Background: an optimization exercise with open tools, aiming at small area, a short achievable clock period and few clock cycles. Do not read the settings as production practice.
Function was checked by simulation only, so behaviour that the tests miss may differ from the original.
Power figures rest on the tool's default switching activity, not on a simulated workload.

==> flow/design.v (excerpt) <==
module synth_voice_allocator (
    input  wire logic        i_clk,
    input  wire logic        i_rst_n,
    input  wire logic        i_in_valid,
    output logic             o_in_stall,
    input  wire logic [16:0] i_in_data,
    output logic             o_out_valid,
    input  wire logic        i_out_stall,
    output logic      [16:0] o_out_data,
    input  wire logic        psel,
    input  wire logic        penable,
    input  wire logic        pwrite,
    input  wire logic [3:0]  paddr,
    input  wire logic [31:0] pwdata,
    output logic      [31:0] prdata,
    output logic             pready
);
make LEC_CHECK=0 ABC_CLOCK_PERIOD_IN_PS=3000 CAP_MARGIN=20 CORE_MARGIN=2 CORE_UTILIZATION=60 CTS_CLUSTER_DIAMETER=100 CTS_CLUSTER_SIZE=26 SETUP_SLACK_MARGIN=5 SLEW_MARGIN=20 finish   # period 9.0 ns
run.sh (not shown) runs the stock make flow with config.mk's settings and CLKGATE_MAP_FILE= SYNTH_SCRIPT=/design/flow/synth_recipe.tcl, a recipe that flattens the netlist after the stock synthesis.
The starting point completed with no timing, DRC or antenna violations.
Testbench counts at the start, summed over its fixed seeds: cycles 3,128.
Next try:
Settings changed: CORE_UTILIZATION 60 to 40, CTS_CLUSTER_DIAMETER 100 to not set, CTS_CLUSTER_SIZE 26 to not set.
Global-route usage came out lower by 8.5 points.
Worst setup slack degrades by 22 ps.
Clock power climbs by 77%.
Utilization falls by 18 points.
Sequential power barely changes.
Critical path depth climbs by 7.
Non-clock buffer count grows by 37.
Cell area grows by 8.4%.
Next try:
Settings changed: ABC_CLOCK_PERIOD_IN_PS 3000 to not set, SETUP_SLACK_MARGIN 5 to not set.
Synthesized area stays the same.
Setup slack got worse by 1700 ps.
Routed wire length goes down by 5.3%.
Synthesized cell count is unchanged.
Maximum frequency goes down by 29%.
Non-clock buffer count decreases by 116.
Global-route usage drops by 0.46 points.
Utilization decreases by 1.1 points.
Cell count decreases by 1.1%.


Setup of job 6285:
Another version of the RTL of synth_voice_allocator (not shown whole).
Size in the first run: ~6900 cells after synthesis, about 3400 flip-flops, ~110 I/O pins, about 93000 µm² of cells after synthesis.
export LEC_CHECK = 0
export ABC_CLOCK_PERIOD_IN_PS = 3000
export CAP_MARGIN = 20
export CORE_MARGIN = 2
export CORE_UTILIZATION = 60
export CTS_CLUSTER_DIAMETER = 100
export CTS_CLUSTER_SIZE = 26
export SETUP_SLACK_MARGIN = 5
export SLEW_MARGIN = 20
create_clock -name core_clock -period 9.0 [get_ports {i_clk}]
standard.sh (not shown) runs the stock make flow with config.mk's settings and CLKGATE_MAP_FILE= SYNTH_SCRIPT=/design/flow/synth_recipe.tcl, a recipe that flattens the netlist after the stock synthesis.
==> flow/flow/run.sh <==
#!/bin/bash
set -euo pipefail
bash standard.sh SETUP_SLACK_MARGIN=5.5 finish > flow_make.log 2>&1
Job 6285 has completed all stages; timing, DRC and antenna checks passed.
Testbench counts of job 6285, summed over its fixed seeds: cycles 3,128.
The inputs of job 2378 differ from those of job 6285 as listed below.
==> flow/run.sh (new file) <==
#!/bin/bash
# synth_recipe.tcl (not shown) runs the flow's synth.tcl, then flattens the netlist and writes it again
# the make line also repeats each setting of config.mk as NAME=value (left out here)
make -C /OpenROAD-flow-scripts/flow DESIGN_CONFIG=/design/flow/config.mk WORK_HOME=/design/flow/orfs CLKGATE_MAP_FILE= SYNTH_SCRIPT=/design/flow/synth_recipe.tcl finish
removed: flow/flow/run.sh
removed: flow/standard.sh
==> results.txt <==
- Between job 2378 and job 6285, it is job 2378 whose combinational cell fraction of total power is lower, by 2.4 points.
- ~same clock transition time at the flip-flop clock pins of the worst setup and hold paths in job 2378 and job 6285
- On routed length on met1: between job 2378 and job 6285, it ends up higher for job 6285.
- Comparing job 2378 and job 6285, total global-route track usage is higher on job 6285.
- Compared job 2378 vs job 6285, and met3 routing resource usage after global routing is down in job 2378.
- Diff job 2378 and job 6285: highest attainable clock frequency higher in job 6285
- Job 2378: final period utilization 2.0 points above job 6285
- Job 2378 vs. job 6285: non-clock buffer count in the final layout went down by about 40%, number of gates resized after cts went down by about 80%, post-route standard cell area excluding fillers went down by about 3%.
Input-level comparison between job 9142 and job 2378:
==> flow/flow/run.sh (new file) <==
#!/bin/bash
set -euo pipefail
bash standard.sh SETUP_SLACK_MARGIN=6 finish > flow_make.log 2>&1
==> flow/standard.sh (new file) <==
#!/bin/bash
# synth_recipe.tcl (not shown) runs the flow's synth.tcl, then flattens the netlist and writes it again
# the make line also repeats each setting of config.mk as NAME=value (left out here)
make -C /OpenROAD-flow-scripts/flow DESIGN_CONFIG=/design/flow/config.mk WORK_HOME=/design/flow/orfs CLKGATE_MAP_FILE= SYNTH_SCRIPT=/design/flow/synth_recipe.tcl "${@:-finish}"
removed: flow/run.sh
--- outcome ---
Per the comparison of job 9142 with job 2378, met1 layer wirelength in the final routing went up by 4.2%, wire length of the first global-routing pass has increased, post-CTS repair timing setup buffer count increased by 312 relative to the old numbers. Clock network power share delta for job 9142 relative to job 2378: 1.1 points lower. The run showing the smaller total power draw is job 2378. In job 9142 the design area turned out 8.7% higher than in job 2378. The maximum clock frequency of job 9142 is higher than that of job 2378. Clock period minus worst slack on job 9142 is ahead of job 2378. u_stack.r_q[0][6] as the worst setup path endpoint was reported by job 2378, and r_stall by job 9142. Summary: with job 2378 as the reference, total wirelength of the detailed-routed design in job 9142 moved up by more than 10%. Portion of total power attributed to combinational logic | job 9142 above job 2378. Job 9142 finished every step from synthesis to the final layout, and the layout passed the timing, design-rule and antenna checks. Job 2378 | stages: all done | timing, DRC, antenna: all pass. Area fraction of clock buffers and clock inverters in job 9142 is 0.33 points lower than in job 2378.
Input changes introduced in job 7356 (baseline for comparison: job 9142):
- CORE_UTILIZATION changed from 60 to 50
Results
Sequential share of layout area: job 7356 < job 9142. As far as final hold violation count is concerned, job 7356 and job 9142 perform about the same. Of job 9142 and job 7356, the lower portion of the clock cycle consumed by the worst path in the final layout belongs to job 9142. Per the comparison of job 7356 with job 9142, number of clock buffer instances in the layout went down, non-clock inverter count in the final layout +2, die span in y grew by 9.4%, clock latency on the worst-skew pair dropped 0.02 ns.
> inputs changed (job 7356 -> job 2461)
- a change of CORE_UTILIZATION from 50 to 60
- a change of ABC_CLOCK_PERIOD_IN_PS from 3000 to 2000
==> flow/run.sh (new file) <==
#!/bin/bash
# synth_recipe.tcl (not shown) runs the flow's synth.tcl, then flattens the netlist and writes it again
# the make line also repeats each setting of config.mk as NAME=value (left out here)
make -C /OpenROAD-flow-scripts/flow DESIGN_CONFIG=/design/flow/config.mk WORK_HOME=/design/flow/orfs CLKGATE_MAP_FILE= SYNTH_SCRIPT=/design/flow/synth_recipe.tcl finish
removed: flow/flow/run.sh
removed: flow/standard.sh
Notes after the runs:
Remaining max-slew budget at the tightest pin: job 2461 vs job 7356 down 12 points
Re cell count after synthesis: no difference whatsoever between job 2461 and job 7356.
The critical path depth of job 2461 is lower than that of job 7356.
Going from job 7356 to job 2461, global-route wire length before repair fell by about 4.4%, power after layout went down.
Relative to job 7356, power share of the sequential group increased by 3.5 points in job 2461.
Modified inputs, job 2429 compared to job 2461
- changing ABC_CLOCK_PERIOD_IN_PS from 2000 to 3000
==> flow/flow/run.sh (new file) <==
#!/bin/bash
set -euo pipefail
bash standard.sh SETUP_SLACK_MARGIN=6.5 finish > flow_make.log 2>&1
==> flow/standard.sh (new file) <==
#!/bin/bash
# synth_recipe.tcl (not shown) runs the flow's synth.tcl, then flattens the netlist and writes it again
# the make line also repeats each setting of config.mk as NAME=value (left out here)
make -C /OpenROAD-flow-scripts/flow DESIGN_CONFIG=/design/flow/config.mk WORK_HOME=/design/flow/orfs CLKGATE_MAP_FILE= SYNTH_SCRIPT=/design/flow/synth_recipe.tcl "${@:-finish}"
removed: flow/run.sh
Findings:
- Job 2429 | stages: all done | timing, DRC, antenna: all pass
- Diff job 2461 and job 2429: worst hold slack higher in job 2461
- Diff job 2461 -> job 2429: clock power shrank by about 0.5%; final cycle utilization of the critical path shrank by 3.5 points; global router's overall resource usage grew by 3.3 points; combinational group share of total power grew by 7.2 points.
- Job 2429 vs. job 2461: utilization increased 9.5 points; critical path depth decreased 3.
- Non-clock buffer count for job 2429 is higher than for job 2461.
- Relative to job 2461, clock network area share has gone down in job 2429.


exp/tundra:
synth_voice_allocator, a different RTL version from the one above (not shown whole).
For scale: roughly 6,800 cells after synthesis, roughly 3,400 flip-flops, roughly 110 I/O pins, ~93,000 um^2 of cells after synthesis.
Design synth_voice_allocator, start of the top module:
module synth_voice_allocator (
    input  wire logic        i_clk,
    input  wire logic        i_rst_n,
    input  wire logic        i_in_valid,
    output logic             o_in_stall,
    input  wire logic [16:0] i_in_data,
    output logic             o_out_valid,
    input  wire logic        i_out_stall,
    output logic      [16:0] o_out_data,
    input  wire logic        psel,
    input  wire logic        penable,
    input  wire logic        pwrite,
    input  wire logic [3:0]  paddr,
    input  wire logic [31:0] pwdata,
    output logic      [31:0] prdata,
    output logic             pready
);
clock: 9.0 ns
lec_check: 0
abc_clock_period_in_ps: 3000
cap_margin: 20
core_margin: 2
core_utilization: 60
cts_cluster_diameter: 100
cts_cluster_size: 26
setup_slack_margin: 5
slew_margin: 20
run.sh (not shown) runs the stock make flow with config.mk's settings and CLKGATE_MAP_FILE= SYNTH_SCRIPT=/design/flow/synth_recipe.tcl, a recipe that flattens the netlist after the stock synthesis.
Stock flow here: none of the scripts above is used.
exp/tundra: PASS, flow complete, no timing, DRC or antenna violations
Testbench counts of exp/tundra, summed over its fixed seeds: cycles 3,128.
[inputs] exp/sierra vs exp/tundra
Settings: ABC_AREA newly set to 1; CORE_UTILIZATION changed from 60 to 70; ABC_CLOCK_PERIOD_IN_PS removed (was 3000).
Notes after the runs:
exp/tundra reports its busiest metal layer after global routing as met1 while exp/sierra reports met2. When exp/sierra is set beside exp/tundra, its core area turns out to be 14% smaller. Comparing exp/sierra and exp/tundra, the higher routed wire length was measured on exp/sierra. Worst path arrival time ended up 0.78 ns higher on exp/sierra than on exp/tundra.

[re-timing with driven ports]
The flow's constraints put no driver on any port. The routed layouts listed below were extracted and timed again, unchanged, in two steps. Step 1 assumes that a clkbuf_16 drives the clock port and a buf_2 every other input. Step 2 times the ports against the registers' clock, not the clock port: input delays grow and output delays shrink by t, the midpoint of the rising clock arrivals with the driver on. Three values: ideal, step 1, step 2; two values: the first two.
run | shift t [ns] | setup slack, ns | worst hold slack (ns) | worst setup path after step 2 | latest minus earliest clock arrival (ns)
the first run of note 1 | 0.897 | 4.906 / 4.906 / 4.515 | 0.297 / 0.297 / 0.297 | input to register | 0.065 / 0.065
the second run of note 1 | 0.998 | 4.884 / 4.884 / 4.758 | 0.244 / 0.244 / 0.244 | input to register | 0.130 / 0.129
the third run of note 1 | 1.002 | 3.182 / 3.182 / 3.182 | 0.244 / 0.244 / 0.244 | register to register | 0.101 / 0.101
job 6285 | 0.879 | 5.167 / 5.167 / 4.650 | 0.309 / 0.309 / 0.309 | input to register | 0.070 / 0.071
job 2378 | 0.895 | 4.983 / 4.983 / 4.467 | 0.289 / 0.289 / 0.289 | input to register | 0.078 / 0.078
job 9142 | 0.912 | 5.446 / 5.446 / 4.961 | 0.298 / 0.298 / 0.298 | input to register | 0.077 / 0.077
job 7356 | 0.917 | 5.314 / 5.314 / 4.898 | 0.314 / 0.314 / 0.314 | input to register | 0.060 / 0.060
job 2461 | 0.895 | 4.983 / 4.983 / 4.467 | 0.289 / 0.289 / 0.289 | input to register | 0.078 / 0.078
job 2429 | 0.908 | 5.296 / 5.296 / 4.967 | 0.285 / 0.285 / 0.285 | input to register | 0.073 / 0.073
exp/tundra | 0.905 | 5.021 / 5.048 / 4.177 | 0.303 / 0.303 / 0.303 | input to register | 0.061 / 0.061
exp/sierra | 0.936 | 4.160 / 4.160 / 3.686 | 0.302 / 0.302 / 0.302 | input to register | 0.076 / 0.076
After both steps every run listed still meets setup and hold. For exp/tundra, which loses most, drivers alone change the setup slack by +0.027 ns; drivers and shift together by -0.844 ns.
